This is an optimization exercise on Yosys and OpenROAD, whose aim is small area, not a production implementation.
The RTL was checked by simulation tests, not by an equivalence proof against the original design.
Power and IR drop assume default switching activity.

**flow/config.mk**
```make
export PLATFORM = sky130hd
export DESIGN_NAME = clockSyncTop
export DESIGN_NICKNAME = clockSyncTop
export VERILOG_FILES = /design/flow/design.v
export SDC_FILE = /design/flow/constraint.sdc
export NUM_CORES = 4
export LEC_CHECK = 0
export CAP_MARGIN = 20
export CORE_MARGIN = 2
export CORE_UTILIZATION = 40
export PLACE_DENSITY = 0.6
export SLEW_MARGIN = 20
```
**flow/constraint.sdc**
```tcl
create_clock -name core_clock -period 10.0 [get_ports {clk}]
set_input_delay 2.0000 -clock core_clock [delete_from_list [all_inputs] [get_ports {clk}]]
set_output_delay 2.0000 -clock core_clock [all_outputs]
set_load 0.01 [all_outputs]
```
**flow/design.v**
```verilog
package syncPkg;
    localparam int dacWidth = 16;
    localparam int scaleShift = 8;
    localparam int unlockCount = 20;
    typedef logic signed [dacWidth-1:0] dacValue_t;
    typedef logic signed [dacWidth+scaleShift-1:0] dacScaled_t;
    typedef logic signed [23:0] phaseError_t;
    typedef enum logic [2:0] {
        initialize,
        awaitHwPps,
        awaitLateHwPps,
        computeAction,
        awaitMultiply,
        awaitAccumulate,
        applyDelta,
        awaitDacIdle
    } pllState_t;
endpackage
module rcAdd #(
    parameter int W = 8
) (
    input  logic [W-1:0] a,
    input  logic [W-1:0] b,
    input  logic cin,
    output logic [W-1:0] sum,
    output logic cout
);
    logic [W:0] carry;
    assign carry[0] = cin;
    for (genvar i = 0; i < W; i++) begin : g_bit
        assign sum[i] = a[i] ^ b[i] ^ carry[i];
        assign carry[i+1] = (a[i] & b[i]) | (carry[i] & (a[i] ^ b[i]));
    end
    assign cout = carry[W];
endmodule
module rcInc #(
    parameter int W = 8
) (
    input  logic [W-1:0] a,
    input  logic cin,
    output logic [W-1:0] sum
);
    logic [W:0] carry;
    assign carry[0] = cin;
    for (genvar i = 0; i < W; i++) begin : g_bit
        assign sum[i] = a[i] ^ carry[i];
        assign carry[i+1] = a[i] & carry[i];
    end
endmodule
package csrPkg;
    typedef struct packed {
        logic pllEnable;
        logic pllDisable;
        logic dacLoad;
        logic [12:0] reserved;
        logic signed [15:0] dacValue;
    } csrCommand_t;
    typedef struct packed {
        logic locked;
        logic enabled;
        logic hwPpsValid;
        logic primaryValid;
        logic secondaryValid;
        logic [2:0] pllState;
        logic signed [23:0] phaseError;
    } syncStatus_t;
endpackage
`timescale 1ns/100ps
module ppsQualifier #(
    parameter int clkRate = 100_000_000,
    parameter int debounceTicks = 200,
    parameter int toleranceTicks = 20_000
) (
    input  logic clk,
    input  logic rstN,
    input  logic ppsAsync,
    output logic ppsStrobe,
    output logic ppsValid
);
    localparam int fastReload = clkRate - toleranceTicks - 1;
    localparam int slowReload = clkRate + toleranceTicks;
    localparam int fastBit = $clog2(slowReload - fastReload + 1);
    localparam int fastSteps = (fastReload + 2 ** fastBit - 1) / (2 ** fastBit);
    localparam int windowOffset = fastSteps * (2 ** fastBit) - fastReload;
    localparam int slowLimit = slowReload + windowOffset;
    localparam int intervalWidth = $clog2(slowLimit + 1);
    localparam int debounceWidth = $clog2(debounceTicks + 1);
    localparam int debounceStart = 2 ** debounceWidth - 1 - debounceTicks;
    logic ppsMeta;
    logic ppsSync;
    logic ppsDelayed;
    logic [debounceWidth-1:0] debounceCount;
    logic [debounceWidth-1:0] debounceNext;
    logic [intervalWidth-1:0] intervalCount;
    logic [intervalWidth-1:0] intervalNext;
    logic risingEdge;
    logic debounceDone;
    logic tooFast;
    logic tooSlow;
    logic accept;
    assign risingEdge = ppsSync && !ppsDelayed;
    assign debounceDone = &debounceCount;
    assign tooFast = (intervalCount[intervalWidth-1:fastBit] != (intervalWidth - fastBit)'(fastSteps));
    assign tooSlow = (intervalCount == intervalWidth'(slowLimit));
    assign accept = risingEdge && debounceDone;
    rcInc #(.W(debounceWidth)) u_debounceInc (
        .a(debounceCount),
        .cin(!debounceDone),
        .sum(debounceNext)
    );
    rcInc #(.W(intervalWidth)) u_intervalInc (
        .a(intervalCount),
        .cin(!tooSlow),
        .sum(intervalNext)
    );
    always_ff @(posedge clk or negedge rstN) begin
        if (!rstN) begin
            ppsMeta <= 1'b0;
            ppsSync <= 1'b0;
            ppsDelayed <= 1'b0;
            debounceCount <= debounceWidth'(debounceStart);
            intervalCount <= intervalWidth'(slowLimit);
            ppsStrobe <= 1'b0;
            ppsValid <= 1'b0;
        end else begin
            ppsMeta <= ppsAsync;
            ppsSync <= ppsMeta;
            ppsDelayed <= ppsSync;
            ppsStrobe <= accept && !tooFast && !tooSlow;
            if (ppsSync) begin
                debounceCount <= debounceWidth'(debounceStart);
            end else begin
                debounceCount <= debounceNext;
            end
            if (accept) begin
                ppsValid <= !tooFast && !tooSlow;
                intervalCount <= intervalWidth'(windowOffset);
            end else begin
                if (tooSlow) begin
                    ppsValid <= 1'b0;
                end
                intervalCount <= intervalNext;
            end
        end
    end
endmodule
`timescale 1ns/100ps
module localPpsGen #(
    parameter int clkRate = 100_000_000
) (
    input  logic clk,
    input  logic rstN,
    input  logic hwStrobe,
    input  logic followHw,
    output logic ppsStrobe
);
    localparam int countWidth = $clog2(clkRate);
    localparam int countTop = 2 ** countWidth - 1;
    localparam int freeReload = countTop - (clkRate - 1);
    localparam int followReload = countTop - (clkRate - 2);
    logic [countWidth-1:0] count;
    logic [countWidth-1:0] countNext;
    logic countDone;
    logic fire;
    assign countDone = &count;
    assign fire = followHw ? hwStrobe : countDone;
    rcInc #(.W(countWidth)) u_countInc (
        .a(count),
        .cin(!countDone),
        .sum(countNext)
    );
    always_ff @(posedge clk or negedge rstN) begin
        if (!rstN) begin
            count <= countWidth'(freeReload);
            ppsStrobe <= 1'b0;
        end else begin
            ppsStrobe <= fire;
            if (fire) begin
                count <= followHw ? countWidth'(followReload) : countWidth'(freeReload);
            end else begin
                count <= countNext;
            end
        end
    end
endmodule
`timescale 1ns/100ps
module csrRegs (
    input  logic clk,
    input  logic rstN,
    input  logic csrStrobe,
    input  csrPkg::csrCommand_t command,
    output logic pllEnable,
    output logic dacLoad,
    output syncPkg::dacValue_t dacLoadValue
);
    always_ff @(posedge clk or negedge rstN) begin
        if (!rstN) begin
            pllEnable <= 1'b0;
            dacLoad <= 1'b0;
        end else begin
            dacLoad <= csrStrobe && command.dacLoad;
            if (csrStrobe) begin
                if (command.pllDisable) begin
                    pllEnable <= 1'b0;
                end else if (command.pllEnable) begin
                    pllEnable <= 1'b1;
                end
            end
        end
    end
    assign dacLoadValue = command.dacValue;
endmodule
`timescale 1ns/100ps
import syncPkg::*;
module pllController #(
    parameter int detectRange = 3_000,
    parameter int dacCountsPerHz = 35
) (
    input  logic clk,
    input  logic rstN,
    input  logic pllEnable,
    input  logic dacLoad,
    input  logic hwPpsValid,
    input  logic hwStrobe,
    input  logic ppsStrobe,
    input  logic dacBusy,
    input  syncPkg::dacValue_t dacLoadValue,
    output logic followHw,
    output logic locked,
    output logic dacStrobe,
    output syncPkg::dacValue_t dacValue,
    output syncPkg::phaseError_t phaseError,
    output syncPkg::pllState_t pllState
);
    localparam int gateWidth = $clog2(detectRange + 1);
    localparam int unlockWidth = $clog2(unlockCount + 1);
    localparam int unlockStart = 2 ** unlockWidth - 1 - unlockCount;
    localparam int errWidth = gateWidth + 1;
    localparam int stepWidth = errWidth + 1;
    localparam int fastKpShift = scaleShift - 1;
    localparam int fastKiShift = scaleShift - 2;
    localparam int slowKpShift = scaleShift - 4;
    localparam int slowKiShift = scaleShift - 8;
    localparam int slowStep = slowKpShift - slowKiShift;
    localparam int fastStep = fastKpShift - fastKiShift;
    localparam int baseWidth = stepWidth + slowStep;
    localparam int triWidth = baseWidth + 2;
    localparam int mulWidth = baseWidth + 5;
    localparam int sumWidth = 27;
    localparam int lowWidth = scaleShift;
    localparam int highWidth = sumWidth - lowWidth;
    logic [gateWidth-1:0] gateCount;
    logic [gateWidth-1:0] gateNext;
    logic [errWidth-1:0] gateNeg;
    logic [unlockWidth-1:0] unlockCounter;
    logic [unlockWidth-1:0] unlockNext;
    logic earlyOverflow;
    logic lateOverflow;
    logic signed [errWidth-1:0] phaseErr;
    logic signed [errWidth-1:0] phaseErrOld;
    syncPkg::dacScaled_t dacScaled;
    logic running;
    assign earlyOverflow = (gateCount == gateWidth'(detectRange - 1));
    assign lateOverflow = (gateCount == gateWidth'(detectRange));
    assign locked = &unlockCounter;
    assign followHw = (pllState == initialize);
    assign dacValue = dacScaled[scaleShift +: dacWidth];
    assign phaseError = 24'(phaseErr);
    assign running = pllEnable && hwPpsValid;
    rcInc #(.W(gateWidth)) u_gateInc (.a(gateCount), .cin(1'b1), .sum(gateNext));
    assign gateNeg = ~{1'b0, gateCount};
    rcInc #(.W(unlockWidth)) u_unlockInc (.a(unlockCounter), .cin(1'b1), .sum(unlockNext));
    logic signed [stepWidth-1:0] errorStep;
    logic [baseWidth-1:0] stepShifted;
    logic [baseWidth-1:0] baseNow;
    logic [baseWidth-1:gateWidth+1] baseTop;
    logic signed [baseWidth-1:0] base;
    logic [triWidth-1:0] triNow;
    logic [triWidth-1:dacWidth+1] triTop;
    syncPkg::dacValue_t loadHold;
    logic signed [triWidth-1:0] tri3;
    logic signed [mulWidth-1:0] mul;
    logic signed [dacWidth-1:0] dacHigh;
    logic [lowWidth-1:0] mulLow;
    logic [lowWidth-1:0] sumLow;
    logic sumLowCarry;
    logic [highWidth-1:0] mulHigh;
    logic [highWidth-1:0] sumHigh;
    logic [sumWidth-1:0] nextScaled;
    logic overMax;
    logic underMin;
    logic [stepWidth-1:0] stepA;
    logic [stepWidth-1:0] stepB;
    logic [baseWidth-2:0] baseA;
    logic [baseWidth-2:0] baseB;
    logic [triWidth-2:0] triA;
    logic [triWidth-2:0] triB;
    logic [mulWidth-6:0] mulA;
    logic [mulWidth-6:0] mulB;
    logic [highWidth-1:0] highA;
    assign stepA = stepWidth'(phaseErr);
    assign stepB = ~(stepWidth'(phaseErrOld));
    rcAdd #(.W(stepWidth)) u_step (
        .a(stepA),
        .b(stepB),
        .cin(1'b1),
        .sum(errorStep),
        .cout()
    );
    assign stepShifted = locked ? (baseWidth'(errorStep) << slowStep)
                                : (baseWidth'(errorStep) << fastStep);
    assign baseA = stepShifted[baseWidth-1:1];
    assign baseB = (baseWidth - 1)'(baseWidth'(phaseErr) >> 1);
    rcAdd #(.W(baseWidth - 1)) u_base (
        .a(baseA),
        .b(baseB),
        .cin(1'b0),
        .sum(baseNow[baseWidth-1:1]),
        .cout()
    );
    assign baseNow[0] = phaseErr[0];
    assign base = {baseTop, gateCount, phaseErr[0]};
    assign triA = (triWidth - 1)'(triWidth'(base) >> 1);
    assign triB = (triWidth - 1)'(base);
    rcAdd #(.W(triWidth - 1)) u_tri (
        .a(triA),
        .b(triB),
        .cin(1'b0),
        .sum(triNow[triWidth-1:1]),
        .cout()
    );
    assign triNow[0] = base[0];
    assign tri3 = {triTop, loadHold, phaseErr[0]};
    assign mulA = (mulWidth - 5)'(mulWidth'(tri3) >> 5);
    assign mulB = (mulWidth - 5)'(base);
    rcAdd #(.W(mulWidth - 5)) u_mul (
        .a(mulA),
        .b(mulB),
        .cin(1'b0),
        .sum(mul[mulWidth-1:5]),
        .cout()
    );
    assign mul[4:0] = tri3[4:0];
    assign mulLow = locked ? mul[lowWidth-1:0] : (lowWidth'(mul) << fastKiShift);
    assign mulHigh = locked ? highWidth'(sumWidth'(mul) >> lowWidth)
                            : highWidth'(mul >> (lowWidth - fastKiShift));
    rcAdd #(.W(lowWidth)) u_sumLow (
        .a(dacScaled[lowWidth-1:0]),
        .b(mulLow),
        .cin(1'b0),
        .sum(sumLow),
        .cout(sumLowCarry)
    );
    assign dacHigh = dacScaled[23:lowWidth];
    assign highA = highWidth'(dacHigh);
    rcAdd #(.W(highWidth)) u_sumHigh (
        .a(highA),
        .b({phaseErrOld, gateCount[highWidth-errWidth:1]}),
        .cin(gateCount[0]),
        .sum(sumHigh),
        .cout()
    );
    assign nextScaled = {sumHigh, dacScaled[lowWidth-1:0]};
    assign overMax = !nextScaled[sumWidth-1] &&
        ((|nextScaled[sumWidth-2:23]) ||
         ((&nextScaled[22:scaleShift]) && (|nextScaled[scaleShift-1:0])));
    assign underMin = nextScaled[sumWidth-1] && !(&nextScaled[sumWidth-2:23]);
    always_ff @(posedge clk) begin
        baseTop <= baseNow[baseWidth-1:gateWidth+1];
        triTop <= triNow[triWidth-1:dacWidth+1];
        if (pllState == awaitMultiply) begin
            loadHold <= triNow[dacWidth:1];
        end else begin
            loadHold <= dacLoadValue;
        end
    end
    always_ff @(posedge clk) begin
        case (pllState)
            awaitHwPps: begin
                if (ppsStrobe) begin
                    gateCount <= '0;
                end else if (earlyOverflow && hwStrobe) begin
                    gateCount <= gateWidth'(1);
                end else if (!earlyOverflow) begin
                    gateCount <= gateNext;
                end
            end
            awaitLateHwPps: begin
                gateCount <= gateNext;
            end
            computeAction, awaitMultiply: begin
                gateCount <= baseNow[gateWidth:1];
            end
            awaitAccumulate: begin
                gateCount <= {baseNow[gateWidth:highWidth-errWidth+2], mulHigh[highWidth-errWidth-1:0], sumLowCarry};
            end
            default: begin
                gateCount <= gateWidth'(detectRange - 1);
            end
        endcase
        case (pllState)
            initialize: begin
                phaseErrOld <= '0;
            end
            awaitAccumulate: begin
                phaseErrOld <= mulHigh[highWidth-1:highWidth-errWidth];
            end
            applyDelta: begin
                phaseErrOld <= phaseErr;
            end
            default: begin
            end
        endcase
    end
    always_ff @(posedge clk or negedge rstN) begin
        if (!rstN) begin
            pllState <= initialize;
            phaseErr <= '0;
            unlockCounter <= unlockWidth'(unlockStart);
            dacScaled <= '0;
            dacStrobe <= 1'b0;
        end else begin
            dacStrobe <= 1'b0;
            case (pllState)
                initialize: begin
                    phaseErr <= '0;
                    unlockCounter <= unlockWidth'(unlockStart);
                    if (running && hwStrobe) begin
                        pllState <= awaitHwPps;
                    end else if (dacLoad) begin
                        dacScaled <= {loadHold, {scaleShift{1'b0}}};
                        dacStrobe <= 1'b1;
                    end
                end
                awaitHwPps: begin
                    if (!running) begin
                        pllState <= initialize;
                    end else if (hwStrobe) begin
                        if (ppsStrobe) begin
                            phaseErr <= '0;
                            pllState <= computeAction;
                        end else if (!earlyOverflow) begin
                            phaseErr <= gateNeg;
                            pllState <= computeAction;
                        end else begin
                            pllState <= awaitLateHwPps;
                        end
                    end
                end
                awaitLateHwPps: begin
                    if (!running) begin
                        pllState <= initialize;
                    end else if (ppsStrobe) begin
                        phaseErr <= errWidth'(gateCount);
                        pllState <= computeAction;
                    end else if (lateOverflow) begin
                        pllState <= initialize;
                    end
                end
                computeAction: begin
                    pllState <= awaitMultiply;
                end
                awaitMultiply: begin
                    pllState <= awaitAccumulate;
                end
                awaitAccumulate: begin
                    dacScaled[lowWidth-1:0] <= sumLow;
                    pllState <= applyDelta;
                end
                applyDelta: begin
                    if (overMax) begin
                        dacScaled <= {1'b0, {(dacWidth - 1){1'b1}}, {scaleShift{1'b0}}};
                    end else if (underMin) begin
                        dacScaled <= {1'b1, {(dacWidth - 1){1'b0}}, {scaleShift{1'b0}}};
                    end else begin
                        dacScaled <= nextScaled[23:0];
                    end
                    if (!locked) begin
                        unlockCounter <= unlockNext;
                    end
                    dacStrobe <= 1'b1;
                    pllState <= awaitDacIdle;
                end
                awaitDacIdle: begin
                    if (!dacStrobe && !dacBusy) begin
                        pllState <= awaitHwPps;
                    end
                end
                default: begin
                    pllState <= initialize;
                end
            endcase
        end
    end
endmodule
`timescale 1ns/100ps
import syncPkg::*;
module dacSpiWriter #(
    parameter int spiHalfTicks = 2
) (
    input  logic clk,
    input  logic rstN,
    input  logic dacStrobe,
    input  logic offsetBinary,
    input  syncPkg::dacValue_t dacValue,
    output logic SPI_CLK,
    output logic SPI_SYNCn,
    output logic SPI_SDI,
    output logic dacBusy
);
    localparam int frameWidth = 24;
    localparam int padWidth = frameWidth - dacWidth;
    localparam int halfWidth = $clog2(spiHalfTicks + 2);
    localparam int bitWidth = $clog2(frameWidth + 1);
    localparam int halfTop = 2 ** halfWidth - 1;
    localparam int bitTop = 2 ** bitWidth - 1;
    logic transfer;
    logic [halfWidth-1:0] halfCount;
    logic [bitWidth-1:0] bitCount;
    syncPkg::dacValue_t shiftReg;
    logic halfDone;
    logic dataPhase;
    assign halfDone = &halfCount;
    assign transfer = !SPI_SYNCn;
    assign dataPhase = SPI_CLK ? (bitCount >= bitWidth'(bitTop - dacWidth))
                               : (bitCount > bitWidth'(bitTop - dacWidth));
    assign SPI_SDI = transfer && dataPhase && shiftReg[dacWidth-1];
    always_ff @(posedge clk) begin
        if (!dacBusy || halfDone) begin
            halfCount <= halfWidth'(halfTop - spiHalfTicks);
        end else begin
            halfCount <= halfCount + 1'b1;
        end
        if (!dacBusy) begin
            bitCount <= bitWidth'(bitTop - frameWidth);
            shiftReg <= dacValue ^ {offsetBinary, {(dacWidth - 1){1'b0}}};
        end else if (transfer && halfDone) begin
            if (SPI_CLK) begin
                bitCount <= bitCount + 1'b1;
            end else if (bitCount > bitWidth'(bitTop - dacWidth)) begin
                shiftReg <= shiftReg << 1;
            end
        end
    end
    always_ff @(posedge clk or negedge rstN) begin
        if (!rstN) begin
            SPI_CLK <= 1'b1;
            SPI_SYNCn <= 1'b1;
            dacBusy <= 1'b0;
        end else begin
            if (!dacBusy) begin
                if (dacStrobe) begin
                    dacBusy <= 1'b1;
                    SPI_SYNCn <= 1'b0;
                end
            end else if (transfer) begin
                if (halfDone) begin
                    if (SPI_CLK) begin
                        if (&bitCount) begin
                            SPI_SYNCn <= 1'b1;
                        end else begin
                            SPI_CLK <= 1'b0;
                        end
                    end else begin
                        SPI_CLK <= 1'b1;
                    end
                end
            end else if (halfDone) begin
                dacBusy <= 1'b0;
            end
        end
    end
endmodule
`timescale 1ns/100ps
import syncPkg::*;
module clockSyncTop #(
    parameter int clkRate = 50_000,
    parameter int debounceTicks = 200,
    parameter int toleranceTicks = 1_000,
    parameter int detectRange = 3_000,
    parameter int dacCountsPerHz = 35,
    parameter int spiHalfTicks = 2
) (
    input  logic clk,
    input  logic rstN,
    input  logic csrStrobe,
    input  logic ppsPrimary,
    input  logic ppsSecondary,
    input  logic offsetBinary,
    input  csrPkg::csrCommand_t command,
    output csrPkg::syncStatus_t status,
    output syncPkg::dacValue_t dacReadback,
    output logic ppsStrobe,
    output logic SPI_CLK,
    output logic SPI_SYNCn,
    output logic SPI_SDI
);
    logic primaryStrobe;
    logic primaryValid;
    logic secondaryStrobe;
    logic secondaryValid;
    logic hwStrobe;
    logic hwPpsValid;
    logic pllEnable;
    logic dacLoad;
    syncPkg::dacValue_t dacLoadValue;
    logic followHw;
    logic locked;
    logic dacStrobe;
    logic dacBusy;
    syncPkg::dacValue_t dacValue;
    syncPkg::phaseError_t phaseError;
    syncPkg::pllState_t pllState;
    ppsQualifier #(
        .clkRate(clkRate),
        .debounceTicks(debounceTicks),
        .toleranceTicks(toleranceTicks)
    ) u_primaryQualifier (
        .clk(clk),
        .rstN(rstN),
        .ppsAsync(ppsPrimary),
        .ppsStrobe(primaryStrobe),
        .ppsValid(primaryValid)
    );
    ppsQualifier #(
        .clkRate(clkRate),
        .debounceTicks(debounceTicks),
        .toleranceTicks(toleranceTicks)
    ) u_secondaryQualifier (
        .clk(clk),
        .rstN(rstN),
        .ppsAsync(ppsSecondary),
        .ppsStrobe(secondaryStrobe),
        .ppsValid(secondaryValid)
    );
    assign hwStrobe = primaryValid ? primaryStrobe : secondaryStrobe;
    always_ff @(posedge clk or negedge rstN) begin
        if (!rstN) begin
            hwPpsValid <= 1'b0;
        end else begin
            hwPpsValid <= primaryValid || secondaryValid;
        end
    end
    localPpsGen #(
        .clkRate(clkRate)
    ) u_localPpsGen (
        .clk(clk),
        .rstN(rstN),
        .hwStrobe(hwStrobe),
        .followHw(followHw),
        .ppsStrobe(ppsStrobe)
    );
    csrRegs u_csrRegs (
        .clk(clk),
        .rstN(rstN),
        .csrStrobe(csrStrobe),
        .command(command),
        .pllEnable(pllEnable),
        .dacLoad(dacLoad),
        .dacLoadValue(dacLoadValue)
    );
    pllController #(
        .detectRange(detectRange),
        .dacCountsPerHz(dacCountsPerHz)
    ) u_pllController (
        .clk(clk),
        .rstN(rstN),
        .pllEnable(pllEnable),
        .dacLoad(dacLoad),
        .hwPpsValid(hwPpsValid),
        .hwStrobe(hwStrobe),
        .ppsStrobe(ppsStrobe),
        .dacBusy(dacBusy),
        .dacLoadValue(dacLoadValue),
        .followHw(followHw),
        .locked(locked),
        .dacStrobe(dacStrobe),
        .dacValue(dacValue),
        .phaseError(phaseError),
        .pllState(pllState)
    );
    dacSpiWriter #(
        .spiHalfTicks(spiHalfTicks)
    ) u_dacSpiWriter (
        .clk(clk),
        .rstN(rstN),
        .dacStrobe(dacStrobe),
        .offsetBinary(offsetBinary),
        .dacValue(dacValue),
        .SPI_CLK(SPI_CLK),
        .SPI_SYNCn(SPI_SYNCn),
        .SPI_SDI(SPI_SDI),
        .dacBusy(dacBusy)
    );
    assign dacReadback = dacValue;
    always_comb begin
        status.locked = locked;
        status.enabled = pllEnable;
        status.hwPpsValid = hwPpsValid;
        status.primaryValid = primaryValid;
        status.secondaryValid = secondaryValid;
        status.pllState = pllState;
        status.phaseError = phaseError;
    end
endmodule
```
**flow/flow/run.sh**
```bash
#!/bin/bash
# The standard layout (standard.sh, unchanged synthesis) with two changes:
# - each port gets the platform's smallest buffer (buf_1) as its port buffer
# - clock tree synthesis adds no dummy loads
set -euo pipefail
export BUFFER_PORTS_ARGS="-buffer_cell sky130_fd_sc_hd__buf_1"
export CTS_ARGS="-sink_clustering_enable -repair_clock_nets -dont_use_dummy_load"
bash standard.sh > standard.log 2>&1
```
**flow/standard.sh**
```bash
#!/bin/bash
# synth_recipe.tcl (not shown) runs the flow's synth.tcl, then flattens the netlist and writes it again
# the make line also repeats each setting of config.mk as NAME=value (left out here)
make -C /OpenROAD-flow-scripts/flow DESIGN_CONFIG=/design/flow/config.mk WORK_HOME=/design/flow/orfs CLKGATE_MAP_FILE= SYNTH_SCRIPT=/design/flow/synth_recipe.tcl "${@:-finish}"
```
==> report_table.html, run 1 <==
<table>
<tr><th>Metric</th><th>Value</th></tr>
<tr><th colspan="2">Detailed routing</th></tr>
<tr><td>ANT nets after route</td><td>0</td></tr>
<tr><td>Wire length per cell after detailed routing</td><td>approximately 17 um</td></tr>
<tr><td>First-iteration detailed-routing DRC count</td><td>560</td></tr>
<tr><td>Number of optimization iterations in the first detailed-route pass</td><td>5</td></tr>
<tr><td>Vias after detailed routing</td><td>7436</td></tr>
<tr><td>Vias per cell</td><td>around 5.1</td></tr>
<tr><td>Detailed Route WL</td><td>25.3 mm</td></tr>
<tr><td>Residual DRC count</td><td>0</td></tr>
<tr><th colspan="2">Placement</th></tr>
<tr><td>HPWL reported at the end of detailed placement</td><td>18.9 mm</td></tr>
<tr><td>Number of instances in the placed design</td><td>~1500</td></tr>
<tr><td>Quantity of I/O buffers inserted on ports</td><td>76</td></tr>
<tr><td>GPL Wtd Cong</td><td>0.840</td></tr>
<tr><td>Minimum setup slack after placement</td><td>0.947 ns</td></tr>
<tr><th colspan="2">Timing</th></tr>
<tr><td>Final count of hold timing violations</td><td>0</td></tr>
<tr><td>Ratio of final minimum period to clock period</td><td>0.911</td></tr>
<tr><td>Worst Clk Skew</td><td>~0.024 ns</td></tr>
<tr><td>Aggregate negative setup slack</td><td>0 ns</td></tr>
<tr><td>Rel. slew slack</td><td>0.346</td></tr>
<tr><td>Final worst-path setup slack</td><td>roughly 0.89 ns</td></tr>
<tr><td>Setup repair after global routing missed its margin</td><td>false</td></tr>
<tr><td>Pin slew with the least headroom to its limit</td><td>0.977 ns</td></tr>
<tr><td>Max-slew violation total from the final report</td><td>0</td></tr>
<tr><td>Highest achievable clock rate</td><td>110 MHz</td></tr>
<tr><td>Final setup violating endpoints</td><td>0</td></tr>
<tr><td>Final Hold Slack</td><td>0.351 ns</td></tr>
<tr><td>Time the worst path needs with I/O delays and setup</td><td>9.11 ns</td></tr>
<tr><th colspan="2">Setup path</th></tr>
<tr><td>CP peak stage delay</td><td>0.57 ns</td></tr>
<tr><td>Cell type group with the largest total delay on the critical path</td><td>adder cells</td></tr>
<tr><td>Critical path peak fanout</td><td>12</td></tr>
<tr><td>Count of buffer and inverter cells on the critical path</td><td>3</td></tr>
<tr><td>Worst path arrival time</td><td>9.42 ns</td></tr>
<tr><td>Data required time at the worst endpoint</td><td>10.31 ns</td></tr>
<tr><td>Critical path type</td><td>register to register</td></tr>
<tr><td>Setup crit end kind</td><td>register</td></tr>
<tr><td>Most used cell, CP</td><td>sky130_fd_sc_hd__fa_1</td></tr>
<tr><td>CP max-delay cell</td><td>sky130_fd_sc_hd__nor2_1</td></tr>
<tr><td>Critical Path Source Type</td><td>register</td></tr>
<tr><th colspan="2">Clock network</th></tr>
<tr><td>Insertion delay of the later-clocked pin in the worst-skew pair</td><td>~0.44 ns</td></tr>
<tr><td>Number of clock buffers inserted by TritonCTS</td><td>17</td></tr>
<tr><td>Quantity of gates resized following cts</td><td>0</td></tr>
<tr><td>Number of H-tree levels</td><td>4</td></tr>
<tr><td>CTS tree</td><td>built</td></tr>
<tr><td>Clock root buffer master</td><td>sky130_fd_sc_hd__clkbuf_16</td></tr>
<tr><td>Buffers inserted during post-CTS setup optimization</td><td>0</td></tr>
<tr><td>Buffer depth of the longest clock path</td><td>2</td></tr>
<tr><td>Count of hold-fix buffers inserted at cts</td><td>0</td></tr>
<tr><td>Register clock-pin slew on the reported worst setup and hold paths</td><td>~0.07 ns</td></tr>
<tr><td>CTS Sinks</td><td>199</td></tr>
<tr><th colspan="2">Yosys</th></tr>
<tr><td>Instance count of the mapped netlist</td><td>1056</td></tr>
<tr><td>Primary flip-flop cell chosen by synthesis mapping</td><td>sky130_fd_sc_hd__dfrtp_1</td></tr>
<tr><td>Post-synth EDFFs</td><td>approximately 40</td></tr>
<tr><td>Yosys top cell area share</td><td>0.186</td></tr>
<tr><td>Post-synth ARST share</td><td>0.638</td></tr>
<tr><td>Warnings from Yosys</td><td>6</td></tr>
<tr><td>Net count of the mapped netlist</td><td>1266</td></tr>
<tr><td>Post-synthesis instance area</td><td>11700 um2</td></tr>
<tr><td>Avg Synthesized Cell Area</td><td>11.1 um2</td></tr>
<tr><td>Ranking of synthesized cells by instance count</td><td>103 x sky130_fd_sc_hd__inv_1, 98 x sky130_fd_sc_hd__nand2_1, 88 x sky130_fd_sc_hd__ha_1</td></tr>
<tr><td>Count of unique library cells instantiated by Yosys</td><td>71</td></tr>
<tr><td>Sequential area share after synthesis</td><td>0.434</td></tr>
<tr><td>Leading area contributor after synthesis</td><td>sky130_fd_sc_hd__dfrtp_1</td></tr>
<tr><td>Most instantiated library cell after synthesis</td><td>sky130_fd_sc_hd__inv_1</td></tr>
<tr><td>Top cells by area in the synthesized netlist</td><td>sky130_fd_sc_hd__dfrtp_1 19%, sky130_fd_sc_hd__fa_1 14%, sky130_fd_sc_hd__edfxtp_1 11%</td></tr>
<tr><td>Count of state elements after synthesis</td><td>199</td></tr>
<tr><th colspan="2">Cells and area</th></tr>
<tr><td>Count of nets after finishing</td><td>between 1000 and 1500</td></tr>
<tr><td>Fraction of layout cells with a size suffix above 1</td><td>0.105</td></tr>
<tr><td>Number of filler instances in the final layout</td><td>2738</td></tr>
<tr><td>Post-Layout Cell Count</td><td>1472</td></tr>
<tr><td>Antenna Cells</td><td>0</td></tr>
<tr><td>Area added between synthesis and finish</td><td>7.23%</td></tr>
<tr><td>Post-layout utilization of the core</td><td>0.436</td></tr>
<tr><th colspan="2">Pwr</th></tr>
<tr><td>Power Dens Cells</td><td>146 nW/um2</td></tr>
<tr><td>Switching portion of total power</td><td>0.262</td></tr>
<tr><td>Cell-internal power</td><td>1350 uW</td></tr>
<tr><td>Relative contribution of the clock network to total power</td><td>0.314</td></tr>
<tr><td>NetSw</td><td>~480 uW</td></tr>
<tr><td>Part of the power in combinational logic</td><td>0.149</td></tr>
<tr><td>Sequential cell fraction of total power</td><td>0.537</td></tr>
<tr><td>Peak supply drop</td><td>0.000121 V</td></tr>
<tr><td>Leak pwr</td><td>around 0.0056 uW</td></tr>
<tr><th colspan="2">Global route</th></tr>
<tr><td>Number of antenna violations at the first check in global routing</td><td>0</td></tr>
<tr><td>Maximum number of pins on one net before global-route repair</td><td>83</td></tr>
<tr><td>Vias in the first global route</td><td>~7600</td></tr>
<tr><td>Total routing resource utilization after global routing</td><td>0.176</td></tr>
<tr><td>Grt ovf</td><td>0</td></tr>
<tr><td>Wire length of the first global-routing pass</td><td>41.7 mm</td></tr>
<tr><th colspan="2">Floorplan</th></tr>
<tr><td>FP Rows</td><td>between 60 and 70</td></tr>
<tr><td>Number of top-level pins</td><td>90</td></tr>
<tr><td>Initial core utilization</td><td>0.407</td></tr>
<tr><td>Overall die height</td><td>~180 um</td></tr>
<tr><td>Die Width</td><td>175 um</td></tr>
<tr><td>Placeable core region</td><td>28800 um2</td></tr>
<tr><td>Total die area</td><td>30700 um2</td></tr>
<tr><th colspan="2">Worst hold path</th></tr>
<tr><td>Path type of the worst min-delay path</td><td>register to register</td></tr>
<tr><th colspan="2">Run status</th></tr>
<tr><td>Result of the run</td><td>timing/DRC/antenna clean</td></tr>
<tr><th colspan="2">Flow run</th></tr>
<tr><td>Number of violations of the max-capacitance limit</td><td>0</td></tr>
</table>
==> cell usage in the layout, fill, tap and decap left out, drive strengths merged, types with 13 or more instances in the layout <==
cell      n
a21oi    55
and2     13
buf      81
clkbuf   18
dfrtp    87
dfstp    40
dfxtp    31
edfxtp   41
fa       84
ha       88
inv     103
mux2     17
nand2    99
nor2     68
nor2b    15
o21ai    55
o22a     15
or2      22
==> logic make-up (layout without fill, tap and decap cells) <==
| family | count (synthesis) | count (layout) | share of synthesized area |
|---|---|---|---|
| and+or+nand+nor | 296 | 296 | 0.128 |
| AOI/OAI and AO/OA | 180 | 180 | 0.0987 |
| muxes | 21 | 21 | 0.0198 |
| DFF | 199 | 199 | 0.434 |
| buffers and inverters | 171 | 203 | 0.0686 |
| xor gates and xnor gates | 17 | 17 | 0.0139 |
| adders and majority gates | 172 | 172 | 0.238 |
==> state kept, by name, indices dropped and copies added (netlist names), 2 cells and up <==
| signal | cells |
|---|---|
| u_pllController.pllState | 3 |
| u_dacSpiWriter.halfCount | 2 |
| u_pllController.dacScaled | 24 |
| u_secondaryQualifier.debounceCount | 8 |
| u_localPpsGen.count | 16 |
| u_secondaryQualifier.intervalCount | 16 |
| u_pllController.phaseErrOld | 13 |
| u_pllController.baseTop | 5 |
| u_pllController.unlockCounter | 5 |
| u_pllController.loadHold | 16 |
| u_pllController.gateCount | 12 |
| u_primaryQualifier.debounceCount | 8 |
| u_pllController.phaseErr | 13 |
| u_dacSpiWriter.shiftReg | 16 |
| u_dacSpiWriter.bitCount | 5 |
| u_primaryQualifier.intervalCount | 16 |
| u_pllController.triTop | 3 |
==> routing by layer <==
layer,vias to the layer above,part of all wire,track usage
li1,3578,-,-
met1,3649,0.47,0.250
met2,178,0.46,0.272
met3,31,0.045,0.0355
met4,0,0.023,0.0580
met5,-,0,0
==> power groups by stage <==
stage | clock [uW] | sequential (uW) | combinational, uW
6_report | 574 | 982 | 273
5_1_grt | 623 | 993 | 314
4_1_cts | 592 | 982 | 279
3_5_place_dp | 0 | 997 | 278
3_3_place_gp | 0 | 996 | 271
2_1_floorplan | 0 | 987 | 207
==> final timing paths <==
kind                                                          to                    startpoint  cells after the start  slack (ns)
min in group asynchronous            u_pllController.phaseErr[5]                          rstN                      1        1.64
hold / removal                      u_secondaryQualifier.ppsSync  u_secondaryQualifier.ppsMeta                      0        0.35
setup reg to reg                   u_pllController.dacScaled[17]  u_pllController.gateCount[0]                     26        0.89
hold reg to reg                     u_secondaryQualifier.ppsSync  u_secondaryQualifier.ppsMeta                      0        0.35
setup / recovery                   u_pllController.dacScaled[17]  u_pllController.gateCount[0]                     26        0.89
max in group asynchronous  u_secondaryQualifier.intervalCount[5]                          rstN                      2        7.17
==> cell type report <==
| type | count | area, um2 | share of cell area |
|---|---|---|---|
| multi-input combinational | 686 | 5840 | 0.465 |
| inverter | 104 | 390 | 0.0311 |
| sequential | 199 | 5080 | 0.405 |
| tap | 384 | 480 | 0.0383 |
| clock buffer | 17 | 425 | 0.0339 |
| timing repair buffer | 82 | 338 | 0.0269 |
==> stage by stage <==
stage	power (uW)	instance area (um2)
2_1_floorplan	1190	11700
4_1_cts	1850	12600
6_report	1830	12600
5_1_grt	1930	12600
3_5_place_dp	1270	12100
3_3_place_gp	1270	12100
==> run 2, diff against run 1 <==
==> flow/flow/run.sh (replaced) <==
#!/bin/bash
# The standard layout (standard.sh, unchanged synthesis) with two changes:
# - each port gets the platform's smallest buffer (buf_1) as its port buffer
# - clock tree synthesis builds its tree from clkbuf_8 and adds no dummy loads
set -euo pipefail
export BUFFER_PORTS_ARGS="-buffer_cell sky130_fd_sc_hd__buf_1"
export CTS_ARGS="-sink_clustering_enable -repair_clock_nets -dont_use_dummy_load -buf_list sky130_fd_sc_hd__clkbuf_8"
bash standard.sh > standard.log 2>&1
==> run 2 against run 1 <==
Via count rose by 0.13%. Still clean on timing, DRC and antenna. Critical endpoint is now u_pllController.dacScaled[19]. Critical path type unchanged. Die area unchanged. Largest power group unchanged. Largest cell class unchanged. Utilization fell by 0.67 points.
==> report_table.html, run 2 <==
<table>
<tr><th>Metric</th><th>Value</th></tr>
<tr><th colspan="2">Timing</th></tr>
<tr><td>Time the worst path needs with I/O delays and setup</td><td>a little over 9 ns</td></tr>
<tr><td>Ratio of final minimum period to clock period</td><td>0.913</td></tr>
<tr><td>Max-slew violation total from the final report</td><td>0</td></tr>
<tr><td>Aggregate negative setup slack</td><td>0 ns</td></tr>
<tr><td>Pin slew with the least headroom to its limit</td><td>0.965 ns</td></tr>
<tr><td>Final setup violating endpoints</td><td>0</td></tr>
<tr><td>Final count of hold timing violations</td><td>0</td></tr>
<tr><td>Highest achievable clock rate</td><td>about 110 MHz</td></tr>
<tr><td>Rel. slew slack</td><td>0.355</td></tr>
<tr><td>Worst Clk Skew</td><td>0.0423 ns</td></tr>
<tr><td>Setup repair after global routing missed its margin</td><td>false</td></tr>
<tr><th colspan="2">Floorplan</th></tr>
<tr><td>Die Width</td><td>175 um</td></tr>
<tr><td>Overall die height</td><td>175 um</td></tr>
<tr><td>Number of top-level pins</td><td>90</td></tr>
<tr><td>Initial core utilization</td><td>0.407</td></tr>
<tr><td>Total die area</td><td>30700 um2</td></tr>
<tr><td>FP Rows</td><td>62</td></tr>
<tr><td>Placeable core region</td><td>28800 um2</td></tr>
<tr><th colspan="2">Clock network</th></tr>
<tr><td>Number of clock buffers inserted by TritonCTS</td><td>17</td></tr>
<tr><td>Buffer depth of the longest clock path</td><td>2</td></tr>
<tr><td>Insertion delay of the later-clocked pin in the worst-skew pair</td><td>0.49 ns</td></tr>
<tr><td>CTS tree</td><td>built</td></tr>
<tr><td>Register clock-pin slew on the reported worst setup and hold paths</td><td>0.09 ns</td></tr>
<tr><td>Number of H-tree levels</td><td>4</td></tr>
<tr><td>CTS Sinks</td><td>199</td></tr>
<tr><td>Buffers inserted during post-CTS setup optimization</td><td>0</td></tr>
<tr><td>Clock root buffer master</td><td>sky130_fd_sc_hd__clkbuf_8</td></tr>
<tr><td>Count of hold-fix buffers inserted at cts</td><td>0</td></tr>
<tr><td>Quantity of gates resized following cts</td><td>0</td></tr>
<tr><th colspan="2">Detailed routing</th></tr>
<tr><td>Vias after detailed routing</td><td>7446</td></tr>
<tr><td>Wire length per cell after detailed routing</td><td>17.1 um</td></tr>
<tr><td>Length of routed met3 wiring</td><td>approximately 1.3 mm</td></tr>
<tr><td>ANT nets after route</td><td>0</td></tr>
<tr><td>First-iteration detailed-routing DRC count</td><td>532</td></tr>
<tr><td>Detailed Route WL</td><td>~25 mm</td></tr>
<tr><td>Wire length the detailed router placed on met1</td><td>11.7 mm</td></tr>
<tr><td>Vias per cell</td><td>5.06</td></tr>
<tr><td>Number of optimization iterations in the first detailed-route pass</td><td>5</td></tr>
<tr><td>Residual DRC count</td><td>0</td></tr>
<tr><td>Highest metal layer with signal wires</td><td>met4</td></tr>
<tr><td>Metal2 WL</td><td>11.5 mm</td></tr>
<tr><th colspan="2">Run status</th></tr>
<tr><td>Result of the run</td><td>timing/DRC/antenna clean</td></tr>
<tr><th colspan="2">Setup path</th></tr>
<tr><td>Critical Path Source Type</td><td>register</td></tr>
<tr><td>Critical path peak fanout</td><td>12</td></tr>
<tr><td>Data required time at the worst endpoint</td><td>10.36 ns</td></tr>
<tr><td>Worst reg-to-reg path cell count</td><td>26</td></tr>
<tr><td>Critical path type</td><td>register to register</td></tr>
<tr><td>CP max-delay cell</td><td>sky130_fd_sc_hd__nor2_1</td></tr>
<tr><td>Setup crit end kind</td><td>register</td></tr>
<tr><td>CP peak stage delay</td><td>~0.58 ns</td></tr>
<tr><td>Most used cell, CP</td><td>sky130_fd_sc_hd__fa_1</td></tr>
<tr><td>Worst path arrival time</td><td>9.49 ns</td></tr>
<tr><th colspan="2">Flow run</th></tr>
<tr><td>Number of violations of the max-capacitance limit</td><td>0</td></tr>
<tr><th colspan="2">Yosys</th></tr>
<tr><td>Primary flip-flop cell chosen by synthesis mapping</td><td>sky130_fd_sc_hd__dfrtp_1</td></tr>
<tr><td>Ranking of synthesized cells by instance count</td><td>103 x sky130_fd_sc_hd__inv_1, 98 x sky130_fd_sc_hd__nand2_1, 88 x sky130_fd_sc_hd__ha_1</td></tr>
<tr><td>Post-synth EDFFs</td><td>41</td></tr>
<tr><td>Post-synthesis instance area</td><td>11700 um2</td></tr>
<tr><td>Instance count of the mapped netlist</td><td>1056</td></tr>
<tr><td>Sequential area share after synthesis</td><td>0.434</td></tr>
<tr><td>Avg Synthesized Cell Area</td><td>11.1 um2</td></tr>
<tr><td>Most instantiated library cell after synthesis</td><td>sky130_fd_sc_hd__inv_1</td></tr>
<tr><td>Warnings from Yosys</td><td>6</td></tr>
<tr><td>Leading area contributor after synthesis</td><td>sky130_fd_sc_hd__dfrtp_1</td></tr>
<tr><td>Top cells by area in the synthesized netlist</td><td>sky130_fd_sc_hd__dfrtp_1 19%, sky130_fd_sc_hd__fa_1 14%, sky130_fd_sc_hd__edfxtp_1 11%</td></tr>
<tr><td>Yosys top cell area share</td><td>0.186</td></tr>
<tr><td>Count of state elements after synthesis</td><td>199</td></tr>
<tr><td>Net count of the mapped netlist</td><td>1266</td></tr>
<tr><td>Count of unique library cells instantiated by Yosys</td><td>71</td></tr>
<tr><td>Post-synth ARST share</td><td>0.638</td></tr>
<tr><th colspan="2">Pwr</th></tr>
<tr><td>Peak supply drop</td><td>0.000103 V</td></tr>
<tr><td>Leak pwr</td><td>around 0.0055 uW</td></tr>
<tr><td>Power Dens Cells</td><td>~130 nW/um2</td></tr>
<tr><th colspan="2">Cells and area</th></tr>
<tr><td>Post-Layout Cell Count</td><td>1472</td></tr>
<tr><td>Max FFs per register</td><td>24</td></tr>
<tr><td>Most common cell after layout, fill and taps aside</td><td>sky130_fd_sc_hd__inv_1</td></tr>
<tr><td>Non-Filler Cell Area, Final</td><td>~12000 um2</td></tr>
<tr><td>Leading cell types in the layout, fill and taps excluded</td><td>103 x sky130_fd_sc_hd__inv_1, 98 x sky130_fd_sc_hd__nand2_1, 88 x sky130_fd_sc_hd__ha_1</td></tr>
<tr><td>Area added between synthesis and finish</td><td>5.60%</td></tr>
<tr><td>Antenna Cells</td><td>0</td></tr>
<tr><td>Count of nets after finishing</td><td>1300</td></tr>
<tr><td>Fraction of layout cells with a size suffix above 1</td><td>0.105</td></tr>
<tr><td>Most flop-heavy register</td><td>u_pllController.dacScaled</td></tr>
<tr><th colspan="2">Placement</th></tr>
<tr><td>HPWL reported at the end of detailed placement</td><td>18.9 mm</td></tr>
<tr><td>Number of instances in the placed design</td><td>1455</td></tr>
<tr><td>GPL Wtd Cong</td><td>approximately 0.84</td></tr>
<tr><td>Cell Area, Placed</td><td>between 10000 and 15000 um2</td></tr>
<tr><td>Quantity of I/O buffers inserted on ports</td><td>76</td></tr>
<tr><th colspan="2">Global route</th></tr>
<tr><td>Grt ovf</td><td>0</td></tr>
<tr><td>Maximum number of pins on one net before global-route repair</td><td>83</td></tr>
<tr><td>Total routing resource utilization after global routing</td><td>0.176</td></tr>
<tr><td>Vias in the first global route</td><td>7564</td></tr>
<tr><td>Number of antenna violations at the first check in global routing</td><td>0</td></tr>
<tr><td>Wire length of the first global-routing pass</td><td>around 42 mm</td></tr>
<tr><th colspan="2">Worst hold path</th></tr>
<tr><td>Path type of the worst min-delay path</td><td>register to register</td></tr>
<tr><td>Hold path cells</td><td>0</td></tr>
</table>
## run 2: cell counts after synthesis
No cell type changed its count.
## run 2: layer usage
layer / track usage / vias to the layer above
met4: 0.0580 / 0
met2: 0.270 / 198
met3: 0.0352 / 36
li1: - / 3579
met5: 0 / -
met1: 0.249 / 3633
## run 2: final cells by class
cell class | instances | area (um2)
multi-input cells | 686 | 5840
repair buffers | 82 | 338
flip-flops and latches | 199 | 5080
well taps | 384 | 480
clock buffers | 17 | 234
fillers | 2762 | 16400
inverters | 104 | 390
## run 2: report_power, final
group	internal [uW]	switching, uW	total [uW]
registers	933	48.4	981
logic	119	153	272
clock network	151	256	407
total	1200	458	1660
## run 2: logic make-up after synthesis
group | share of synthesized area
simple gates | 0.128
mux | 0.0198
flops | 0.434
fa+ha+maj | 0.238
compound gates | 0.0987
buf+inv | 0.0686
xor+xnor | 0.0139
## run 2: path summary, 6_finish.rpt
check	start	end	slack [ns]
hold / removal	u_secondaryQualifier.ppsMeta	u_secondaryQualifier.ppsSync	0.36
min in group asynchronous	rstN	u_pllController.phaseErr[5]	1.58
setup reg to reg	u_pllController.gateCount[0]	u_pllController.dacScaled[19]	0.87
max in group asynchronous	rstN	u_primaryQualifier.intervalCount[5]	7.22
setup / recovery	u_pllController.gateCount[0]	u_pllController.dacScaled[19]	0.87
hold reg to reg	u_secondaryQualifier.ppsMeta	u_secondaryQualifier.ppsSync	0.36
## run 2: worst max-delay path, delay by kind of cell, from the launching register on
kind / cells / cell delay (ns)
adders and majority gates: 18 / 6.96
xor gates and xnor gates: 1 / 0.27
and+or+nand+nor: 2 / 0.65
buffers and inverters: 3 / 0.18
AOI/OAI and AO/OA: 2 / 0.41
DFF: 1 / 0.54
## run 2: per-stage QoR
step           hold WS [ns]   util  total power, uW  worst slack, ns
6_report              0.355  0.430             1660            0.869
4_1_cts               0.360  0.429             1690            0.884
5_1_grt               0.372  0.430             1760            0.542
3_3_place_gp          0.335  0.421             1270            0.978
2_1_floorplan         0.331      -             1190             1.57
3_5_place_dp          0.341  0.421             1270            0.947
==> run 3, diff against run 2 <==
--- a/flow/design.v
+++ b/flow/design.v
@@ -249,6 +249,8 @@
     localparam int sumWidth = 27;
     localparam int lowWidth = scaleShift;
     localparam int highWidth = sumWidth - lowWidth;
+    localparam int triBase = baseWidth - gateWidth - 1;
+    localparam int triTop = triBase + triWidth - dacWidth - 2;
     logic [gateWidth-1:0] gateCount;
     logic [gateWidth-1:0] gateNext;
     logic [errWidth-1:0] gateNeg;
@@ -273,10 +275,8 @@
     logic signed [stepWidth-1:0] errorStep;
     logic [baseWidth-1:0] stepShifted;
     logic [baseWidth-1:0] baseNow;
-    logic [baseWidth-1:gateWidth+1] baseTop;
     logic signed [baseWidth-1:0] base;
     logic [triWidth-1:0] triNow;
-    logic [triWidth-1:dacWidth+1] triTop;
     syncPkg::dacValue_t loadHold;
     logic signed [triWidth-1:0] tri3;
     logic signed [mulWidth-1:0] mul;
@@ -319,7 +319,7 @@
         .cout()
     );
     assign baseNow[0] = phaseErr[0];
-    assign base = {baseTop, gateCount, phaseErr[0]};
+    assign base = {phaseErrOld[baseWidth-gateWidth-2:0], gateCount, phaseErr[0]};
     assign triA = (triWidth - 1)'(triWidth'(base) >> 1);
     assign triB = (triWidth - 1)'(base);
     rcAdd #(.W(triWidth - 1)) u_tri (
@@ -330,7 +330,7 @@
         .cout()
     );
     assign triNow[0] = base[0];
-    assign tri3 = {triTop, loadHold, phaseErr[0]};
+    assign tri3 = {phaseErrOld[triTop:triBase], loadHold, phaseErr[0]};
     assign mulA = (mulWidth - 5)'(mulWidth'(tri3) >> 5);
     assign mulB = (mulWidth - 5)'(base);
     rcAdd #(.W(mulWidth - 5)) u_mul (
@@ -366,8 +366,6 @@
          ((&nextScaled[22:scaleShift]) && (|nextScaled[scaleShift-1:0])));
     assign underMin = nextScaled[sumWidth-1] && !(&nextScaled[sumWidth-2:23]);
     always_ff @(posedge clk) begin
-        baseTop <= baseNow[baseWidth-1:gateWidth+1];
-        triTop <= triNow[triWidth-1:dacWidth+1];
         if (pllState == awaitMultiply) begin
             loadHold <= triNow[dacWidth:1];
         end else begin
@@ -388,11 +386,13 @@
             awaitLateHwPps: begin
                 gateCount <= gateNext;
             end
-            computeAction, awaitMultiply: begin
+            computeAction: begin
                 gateCount <= baseNow[gateWidth:1];
             end
+            awaitMultiply: begin
+            end
             awaitAccumulate: begin
-                gateCount <= {baseNow[gateWidth:highWidth-errWidth+2], mulHigh[highWidth-errWidth-1:0], sumLowCarry};
+                gateCount[highWidth-errWidth:0] <= {mulHigh[highWidth-errWidth-1:0], sumLowCarry};
             end
             default: begin
                 gateCount <= gateWidth'(detectRange - 1);
@@ -402,6 +402,12 @@
             initialize: begin
                 phaseErrOld <= '0;
             end
+            computeAction: begin
+                phaseErrOld[triBase-1:0] <= baseNow[baseWidth-1:gateWidth+1];
+            end
+            awaitMultiply: begin
+                phaseErrOld[triTop:triBase] <= triNow[triWidth-1:dacWidth+1];
+            end
             awaitAccumulate: begin
                 phaseErrOld <= mulHigh[highWidth-1:highWidth-errWidth];
             end
==> run 3 against run 2 <==
Routed wire length grew 4.8%. Critical endpoint is now u_pllController.dacScaled[9]. Clock skew shrank 0.0048 ns. Largest cell class unchanged. Final cell count shrank 0.27%. Critical path depth is the same. Still clean. Flip-flop and latch count shrank 8.
==> report_table.html, run 3 <==
<table>
<tr><th>Metric</th><th>Value</th></tr>
<tr><th colspan="2">Timing</th></tr>
<tr><td>Setup repair after global routing missed its margin</td><td>false</td></tr>
<tr><td>Final count of hold timing violations</td><td>0</td></tr>
<tr><td>Final Hold Slack</td><td>0.354 ns</td></tr>
<tr><td>Final setup violating endpoints</td><td>0</td></tr>
<tr><td>Highest achievable clock rate</td><td>110 MHz</td></tr>
<tr><td>Time the worst path needs with I/O delays and setup</td><td>9.10 ns</td></tr>
<tr><td>Rel. slew slack</td><td>0.340</td></tr>
<tr><td>Pin slew with the least headroom to its limit</td><td>0.990 ns</td></tr>
<tr><td>Ratio of final minimum period to clock period</td><td>0.910</td></tr>
<tr><td>Worst Clk Skew</td><td>0.0375 ns</td></tr>
<tr><td>Max-slew violation total from the final report</td><td>0</td></tr>
<tr><td>Aggregate negative setup slack</td><td>0 ns</td></tr>
<tr><th colspan="2">Clock network</th></tr>
<tr><td>Quantity of gates resized following cts</td><td>0</td></tr>
<tr><td>Clock root buffer master</td><td>sky130_fd_sc_hd__clkbuf_8</td></tr>
<tr><td>Register clock-pin slew on the reported worst setup and hold paths</td><td>approximately 0.080 ns</td></tr>
<tr><td>Buffers inserted during post-CTS setup optimization</td><td>0</td></tr>
<tr><td>Buffer depth of the longest clock path</td><td>2</td></tr>
<tr><td>CTS Sinks</td><td>approximately 190</td></tr>
<tr><td>Count of hold-fix buffers inserted at cts</td><td>0</td></tr>
<tr><td>Number of clock buffers inserted by TritonCTS</td><td>17</td></tr>
<tr><td>Number of H-tree levels</td><td>4</td></tr>
<tr><td>CTS tree</td><td>built</td></tr>
<tr><td>Insertion delay of the later-clocked pin in the worst-skew pair</td><td>0.48 ns</td></tr>
<tr><th colspan="2">Yosys</th></tr>
<tr><td>Yosys top cell area share</td><td>0.186</td></tr>
<tr><td>Post-synth EDFFs</td><td>41</td></tr>
<tr><td>Top cells by area in the synthesized netlist</td><td>sky130_fd_sc_hd__dfrtp_1 19%, sky130_fd_sc_hd__fa_1 15%, sky130_fd_sc_hd__edfxtp_1 11%</td></tr>
<tr><td>Net count of the mapped netlist</td><td>1260</td></tr>
<tr><td>Primary flip-flop cell chosen by synthesis mapping</td><td>sky130_fd_sc_hd__dfrtp_1</td></tr>
<tr><td>Sequential area share after synthesis</td><td>0.421</td></tr>
<tr><td>Count of unique library cells instantiated by Yosys</td><td>70</td></tr>
<tr><td>Count of state elements after synthesis</td><td>191</td></tr>
<tr><td>Post-synthesis instance area</td><td>11700 um2</td></tr>
<tr><td>Instance count of the mapped netlist</td><td>between 1000 and 1500</td></tr>
<tr><td>Leading area contributor after synthesis</td><td>sky130_fd_sc_hd__dfrtp_1</td></tr>
<tr><td>Post-synth ARST share</td><td>0.665</td></tr>
<tr><td>Most instantiated library cell after synthesis</td><td>sky130_fd_sc_hd__inv_1</td></tr>
<tr><td>Ranking of synthesized cells by instance count</td><td>102 x sky130_fd_sc_hd__inv_1, 92 x sky130_fd_sc_hd__nand2_1, 88 x sky130_fd_sc_hd__ha_1</td></tr>
<tr><td>Avg Synthesized Cell Area</td><td>11.1 um2</td></tr>
<tr><td>Warnings from Yosys</td><td>6</td></tr>
<tr><th colspan="2">Cells and area</th></tr>
<tr><td>Fraction of layout cells with a size suffix above 1</td><td>0.121</td></tr>
<tr><td>Max FFs per register</td><td>24</td></tr>
<tr><td>Non-Filler Cell Area, Final</td><td>12400 um2</td></tr>
<tr><td>Most common cell after layout, fill and taps aside</td><td>sky130_fd_sc_hd__inv_1</td></tr>
<tr><td>Antenna Cells</td><td>0</td></tr>
<tr><td>Post-layout utilization of the core</td><td>0.430</td></tr>
<tr><td>Leading cell types in the layout, fill and taps excluded</td><td>102 x sky130_fd_sc_hd__inv_1, 92 x sky130_fd_sc_hd__nand2_1, 88 x sky130_fd_sc_hd__ha_1</td></tr>
<tr><td>Count of nets after finishing</td><td>around 1300</td></tr>
<tr><td>Most flop-heavy register</td><td>u_pllController.dacScaled</td></tr>
<tr><td>Area added between synthesis and finish</td><td>5.68%</td></tr>
<tr><th colspan="2">Detailed routing</th></tr>
<tr><td>Residual DRC count</td><td>0</td></tr>
<tr><td>Detailed Route WL</td><td>26.4 mm</td></tr>
<tr><td>Number of optimization iterations in the first detailed-route pass</td><td>6</td></tr>
<tr><td>Vias after detailed routing</td><td>7604</td></tr>
<tr><td>First-iteration detailed-routing DRC count</td><td>457</td></tr>
<tr><td>Vias per cell</td><td>5.18</td></tr>
<tr><td>Wire length per cell after detailed routing</td><td>18.0 um</td></tr>
<tr><td>ANT nets after route</td><td>0</td></tr>
<tr><th colspan="2">Floorplan</th></tr>
<tr><td>Total die area</td><td>roughly 31000 um2</td></tr>
<tr><td>Overall die height</td><td>~170 um</td></tr>
<tr><td>Die Width</td><td>175 um</td></tr>
<tr><td>FP Rows</td><td>62</td></tr>
<tr><td>Number of top-level pins</td><td>90</td></tr>
<tr><td>Initial core utilization</td><td>0.407</td></tr>
<tr><td>Placeable core region</td><td>28700 um2</td></tr>
<tr><th colspan="2">Placement</th></tr>
<tr><td>HPWL reported at the end of detailed placement</td><td>20.0 mm</td></tr>
<tr><td>GPL Wtd Cong</td><td>0.854</td></tr>
<tr><td>Quantity of I/O buffers inserted on ports</td><td>76</td></tr>
<tr><td>Cell Area, Placed</td><td>around 12000 um2</td></tr>
<tr><th colspan="2">Setup path</th></tr>
<tr><td>Worst reg-to-reg path cell count</td><td>26</td></tr>
<tr><td>Startpoint of the most critical register-to-register path</td><td>u_pllController.gateCount[0]</td></tr>
<tr><td>Critical path peak fanout</td><td>12</td></tr>
<tr><td>Data required time at the worst endpoint</td><td>10.35 ns</td></tr>
<tr><td>Reg2reg end</td><td>u_pllController.dacScaled[9]</td></tr>
<tr><td>Critical path type</td><td>register to register</td></tr>
<tr><td>Setup crit end kind</td><td>register</td></tr>
<tr><td>Worst path arrival time</td><td>around 9.5 ns</td></tr>
<tr><td>Critical Path Source Type</td><td>register</td></tr>
<tr><td>R2r setup slk</td><td>roughly 0.9 ns</td></tr>
<tr><td>Critical Path Start</td><td>u_pllController.gateCount[0]</td></tr>
<tr><th colspan="2">Global route</th></tr>
<tr><td>Grt ovf</td><td>0</td></tr>
<tr><td>Number of antenna violations at the first check in global routing</td><td>0</td></tr>
<tr><td>Vias in the first global route</td><td>~7700</td></tr>
<tr><td>Maximum number of pins on one net before global-route repair</td><td>about 70</td></tr>
<tr><td>Total routing resource utilization after global routing</td><td>0.182</td></tr>
<tr><td>Wire length of the first global-routing pass</td><td>42.8 mm</td></tr>
<tr><th colspan="2">Pwr</th></tr>
<tr><td>Leak pwr</td><td>0.00535 uW</td></tr>
<tr><td>Peak supply drop</td><td>roughly 0.00007 V</td></tr>
<tr><td>Power Dens Cells</td><td>131 nW/um2</td></tr>
<tr><th colspan="2">Worst hold path</th></tr>
<tr><td>Hold path cells</td><td>0</td></tr>
<tr><td>Terminating pin of the worst hold path</td><td>u_primaryQualifier.ppsSync</td></tr>
<tr><td>Path type of the worst min-delay path</td><td>register to register</td></tr>
<tr><td>Hold path startpoint</td><td>u_primaryQualifier.ppsMeta</td></tr>
<tr><th colspan="2">Flow run</th></tr>
<tr><td>Number of violations of the max-capacitance limit</td><td>0</td></tr>
<tr><th colspan="2">Run status</th></tr>
<tr><td>Result of the run</td><td>timing/DRC/antenna clean</td></tr>
</table>
==> run 3: kinds of logic after synthesis <==
logic type                 count (synthesis)  synth area share
buffers and inverters                    173            0.0710
DFF                                      191             0.421
AOI/OAI and AO/OA                        170            0.0921
adders and majority gates                173             0.240
and+or+nand+nor                          288             0.128
muxes                                     40            0.0364
xor gates and xnor gates                  14            0.0117
==> run 3: per-layer routing <==
layer,GRT usage,wire length [um]
met2,0.286,12200
met5,0,0
met3,0.0383,1530
met4,0.0507,459
met1,0.256,12200
==> run 3: critical path, cell delays in order (launching register included) <==
cell	delay [ns]
sky130_fd_sc_hd__edfxtp_1	0.54
sky130_fd_sc_hd__fa_1	0.22
sky130_fd_sc_hd__inv_1	0.05
sky130_fd_sc_hd__fa_1	0.43
sky130_fd_sc_hd__fa_1	0.43
sky130_fd_sc_hd__fa_1	0.43
sky130_fd_sc_hd__fa_1	0.43
sky130_fd_sc_hd__fa_1	0.43
sky130_fd_sc_hd__fa_1	0.43
sky130_fd_sc_hd__fa_1	0.43
sky130_fd_sc_hd__fa_1	0.43
sky130_fd_sc_hd__fa_1	0.42
sky130_fd_sc_hd__fa_1	0.43
sky130_fd_sc_hd__fa_1	0.43
sky130_fd_sc_hd__fa_1	0.39
sky130_fd_sc_hd__inv_1	0.08
sky130_fd_sc_hd__fa_1	0.19
sky130_fd_sc_hd__fa_1	0.17
sky130_fd_sc_hd__inv_1	0.05
sky130_fd_sc_hd__fa_1	0.41
sky130_fd_sc_hd__fa_1	0.43
sky130_fd_sc_hd__fa_1	0.41
sky130_fd_sc_hd__xnor3_1	0.27
sky130_fd_sc_hd__nor2_1	0.10
sky130_fd_sc_hd__nor2_1	0.56
sky130_fd_sc_hd__o21ai_0	0.20
sky130_fd_sc_hd__o22a_2	0.21
==> run 3: final cells by class <==
| cell class | instances | area (um2) |
|---|---|---|
| Timing Repair Buffer | 89 | 387 |
| Multi-Input combinational cell | 685 | 5950 |
| Tap cell | 384 | 480 |
| Sequential cell | 191 | 4920 |
| Fill cell | 2819 | 16400 |
| Clock buffer | 17 | 234 |
| Inverter | 102 | 383 |
==> run 3: worst max path at each step <==
| stage | to | cells after the start |
|---|---|---|
| 5_1_grt | u_pllController.dacScaled[17] | 26 |
| 2_1_floorplan | u_pllController.dacScaled[21] | 26 |
| 3_5_place_dp | u_pllController.dacScaled[9] | 26 |
| 3_3_place_gp | u_pllController.dacScaled[16] | 26 |
| 6_report | u_pllController.dacScaled[9] | 26 |
| 4_1_cts | u_pllController.dacScaled[9] | 26 |
==> run 3: where the power goes <==
part / leakage, uW / internal (uW) / switching [uW]
clock network: 0.000122 / 151 / 248
registers: 0.00216 / 901 / 48.5
logic: 0.00307 / 117 / 155
total: 0.00535 / 1170 / 452
==> run 3: through the flow <==
| stage | instances | setup slack, ns | total power (uW) |
|---|---|---|---|
| floorplan | 1049 | 1.57 | 1160 |
| global placement | 1451 | 0.947 | 1230 |
| detailed placement | 1451 | 0.920 | 1240 |
| CTS | 1468 | 0.912 | 1640 |
| global route | 1468 | 0.564 | 1720 |
| finish | 1468 | 0.901 | 1620 |
==> run 4, diff against run 3 <==
--- a/flow/design.v
+++ b/flow/design.v
@@ -88,21 +88,18 @@
     localparam int debounceStart = 2 ** debounceWidth - 1 - debounceTicks;
     logic ppsMeta;
     logic ppsSync;
-    logic ppsDelayed;
     logic [debounceWidth-1:0] debounceCount;
     logic [debounceWidth-1:0] debounceNext;
     logic [intervalWidth-1:0] intervalCount;
     logic [intervalWidth-1:0] intervalNext;
-    logic risingEdge;
     logic debounceDone;
     logic tooFast;
     logic tooSlow;
     logic accept;
-    assign risingEdge = ppsSync && !ppsDelayed;
     assign debounceDone = &debounceCount;
     assign tooFast = (intervalCount[intervalWidth-1:fastBit] != (intervalWidth - fastBit)'(fastSteps));
     assign tooSlow = (intervalCount == intervalWidth'(slowLimit));
-    assign accept = risingEdge && debounceDone;
+    assign accept = ppsSync && debounceDone;
     rcInc #(.W(debounceWidth)) u_debounceInc (
         .a(debounceCount),
         .cin(!debounceDone),
@@ -117,7 +114,6 @@
         if (!rstN) begin
             ppsMeta <= 1'b0;
             ppsSync <= 1'b0;
-            ppsDelayed <= 1'b0;
             debounceCount <= debounceWidth'(debounceStart);
             intervalCount <= intervalWidth'(slowLimit);
             ppsStrobe <= 1'b0;
@@ -125,7 +121,6 @@
         end else begin
             ppsMeta <= ppsAsync;
             ppsSync <= ppsMeta;
-            ppsDelayed <= ppsSync;
             ppsStrobe <= accept && !tooFast && !tooSlow;
             if (ppsSync) begin
                 debounceCount <= debounceWidth'(debounceStart);
==> run 4 against run 3 <==
Critical endpoint is now u_pllController.dacScaled[12]. Critical path depth did not move. Sequential share of layout area fell by 0.12 points. Synthesized area fell by 0.81%. Still clean. Largest power group unchanged. Clock skew rose by 0.0046 ns. Non-clock buffer count did not move. Maximum frequency fell by 0.72%. Global-route usage fell by 0.20 points. Hold slack improved by 0.0099 ns. Worst setup slack got worse by 0.066 ns. Register-to-register slack got worse by 0.07 ns. Design area fell by 0.73%. Final cell count barely moved.
==> report_table.html, run 4 <==
<table>
<tr><th>Metric</th><th>Value</th></tr>
<tr><th colspan="2">Detailed routing</th></tr>
<tr><td>Residual DRC count</td><td>0</td></tr>
<tr><td>First-iteration detailed-routing DRC count</td><td>between 500 and 600</td></tr>
<tr><td>Vias per cell</td><td>just over 5</td></tr>
<tr><th colspan="2">Cells and area</th></tr>
<tr><td>Most common cell after layout, fill and taps aside</td><td>sky130_fd_sc_hd__inv_1</td></tr>
<tr><th colspan="2">Setup path</th></tr>
<tr><td>Startpoint of the most critical register-to-register path</td><td>u_pllController.gateCount[1]</td></tr>
<tr><td>CP max-delay cell</td><td>sky130_fd_sc_hd__edfxtp_1</td></tr>
<tr><td>Worst path arrival time</td><td>9.56 ns</td></tr>
<tr><td>CP peak stage delay</td><td>0.55 ns</td></tr>
<tr><td>Most used cell, CP</td><td>sky130_fd_sc_hd__fa_1</td></tr>
<tr><th colspan="2">Worst hold path</th></tr>
<tr><td>Hold path cells</td><td>0</td></tr>
<tr><td>Path type of the worst min-delay path</td><td>register to register</td></tr>
<tr><th colspan="2">Yosys</th></tr>
<tr><td>Count of unique library cells instantiated by Yosys</td><td>66</td></tr>
<tr><td>Sequential area share after synthesis</td><td>0.420</td></tr>
<tr><td>Leading area contributor after synthesis</td><td>sky130_fd_sc_hd__dfrtp_1</td></tr>
<tr><td>Avg Synthesized Cell Area</td><td>11.0 um2</td></tr>
<tr><td>Net count of the mapped netlist</td><td>1266</td></tr>
<tr><th colspan="2">Timing</th></tr>
<tr><td>Final setup violating endpoints</td><td>0</td></tr>
<tr><td>Setup repair after global routing missed its margin</td><td>false</td></tr>
<tr><th colspan="2">Run status</th></tr>
<tr><td>Result of the run</td><td>timing/DRC/antenna clean</td></tr>
<tr><th colspan="2">Placement</th></tr>
<tr><td>HPWL reported at the end of detailed placement</td><td>19.6 mm</td></tr>
<tr><th colspan="2">Flow run</th></tr>
<tr><td>Number of violations of the max-capacitance limit</td><td>0</td></tr>
<tr><th colspan="2">Clock network</th></tr>
<tr><td>Quantity of gates resized following cts</td><td>0</td></tr>
<tr><th colspan="2">Floorplan</th></tr>
<tr><td>Initial core utilization</td><td>0.405</td></tr>
</table>
## run 4: cell count changes after synthesis, moves of 5 or more
cell                       change
sky130_fd_sc_hd__a211oi_1     +10
sky130_fd_sc_hd__a21oi_1       -6
sky130_fd_sc_hd__a21oi_2       +6
sky130_fd_sc_hd__clkbuf_1     +12
sky130_fd_sc_hd__mux2i_1      -11
sky130_fd_sc_hd__o22a_2        -5
## run 4: layout make-up
class / count / area (um2) / share of cell area
flip-flops and latches: 189 / 4870 / 0.397
diodes: 1 / 2.50 / 0.000204
inverters: 102 / 383 / 0.0312
clock buffers: 17 / 234 / 0.0191
multi-input cells: 687 / 5910 / 0.482
well taps: 384 / 480 / 0.0392
repair buffers: 89 / 387 / 0.0315
## run 4: how the worst max path moves through the flow
stage	start	to	slack, ns	cells past startpoint
after floorplan	u_pllController.gateCount[1]	u_pllController.dacScaled[11]	1.35	27
after global placement	u_pllController.gateCount[1]	u_pllController.dacScaled[10]	0.81	26
after detailed placement	u_pllController.gateCount[1]	u_pllController.dacScaled[18]	0.76	26
after CTS	u_pllController.gateCount[1]	u_pllController.dacScaled[18]	0.74	26
after global routing	u_pllController.gateCount[1]	u_pllController.dacScaled[15]	0.34	26
final	u_pllController.gateCount[1]	u_pllController.dacScaled[12]	0.84	26
## run 4: layer usage
metal | vias to the layer above | routed length (um) | GRT usage
met5 | - | 0 | 0
met4 | 0 | 526 | 0.0571
met3 | 33 | 1560 | 0.0420
met2 | 176 | 11700 | 0.278
met1 | 3745 | 12200 | 0.252
li1 | 3586 | - | -
## run 4: critical path, delay by kind of cell, from the launching register on
family | cells | cell delay, ns
AOI/OAI and AO/OA | 3 | 0.87
xor gates and xnor gates | 1 | 0.24
adders and majority gates | 18 | 6.97
buffers and inverters | 3 | 0.18
DFF | 1 | 0.55
and+or+nand+nor | 1 | 0.32
## run 4: power breakdown
part | internal [uW] | switching [uW] | leakage (uW)
Combinational | 113 | 147 | 0.00307
Sequential | 890 | 52.2 | 0.00213
Clock | 151 | 245 | 0.000122
Total | 1150 | 444 | 0.00532
## run 4: stage by stage
| step | power, uW | utilization |
|---|---|---|
| after detailed placement | 1220 | 0.420 |
| final | 1600 | 0.428 |
| after CTS | 1620 | 0.428 |
| after global placement | 1220 | 0.420 |
| after global routing | 1690 | 0.428 |
| after floorplan | 1140 | - |
## run 4: cell families after synthesis
logic type,Yosys count,synth area share
AND/OR/NAND/NOR,293,0.128
flip-flops,189,0.420
multiplexers,26,0.0243
AO/OA/AOI/OAI,179,0.101
adder cells (fa/ha/maj),173,0.242
XOR/XNOR,16,0.0133
buffers and inverters,179,0.0716
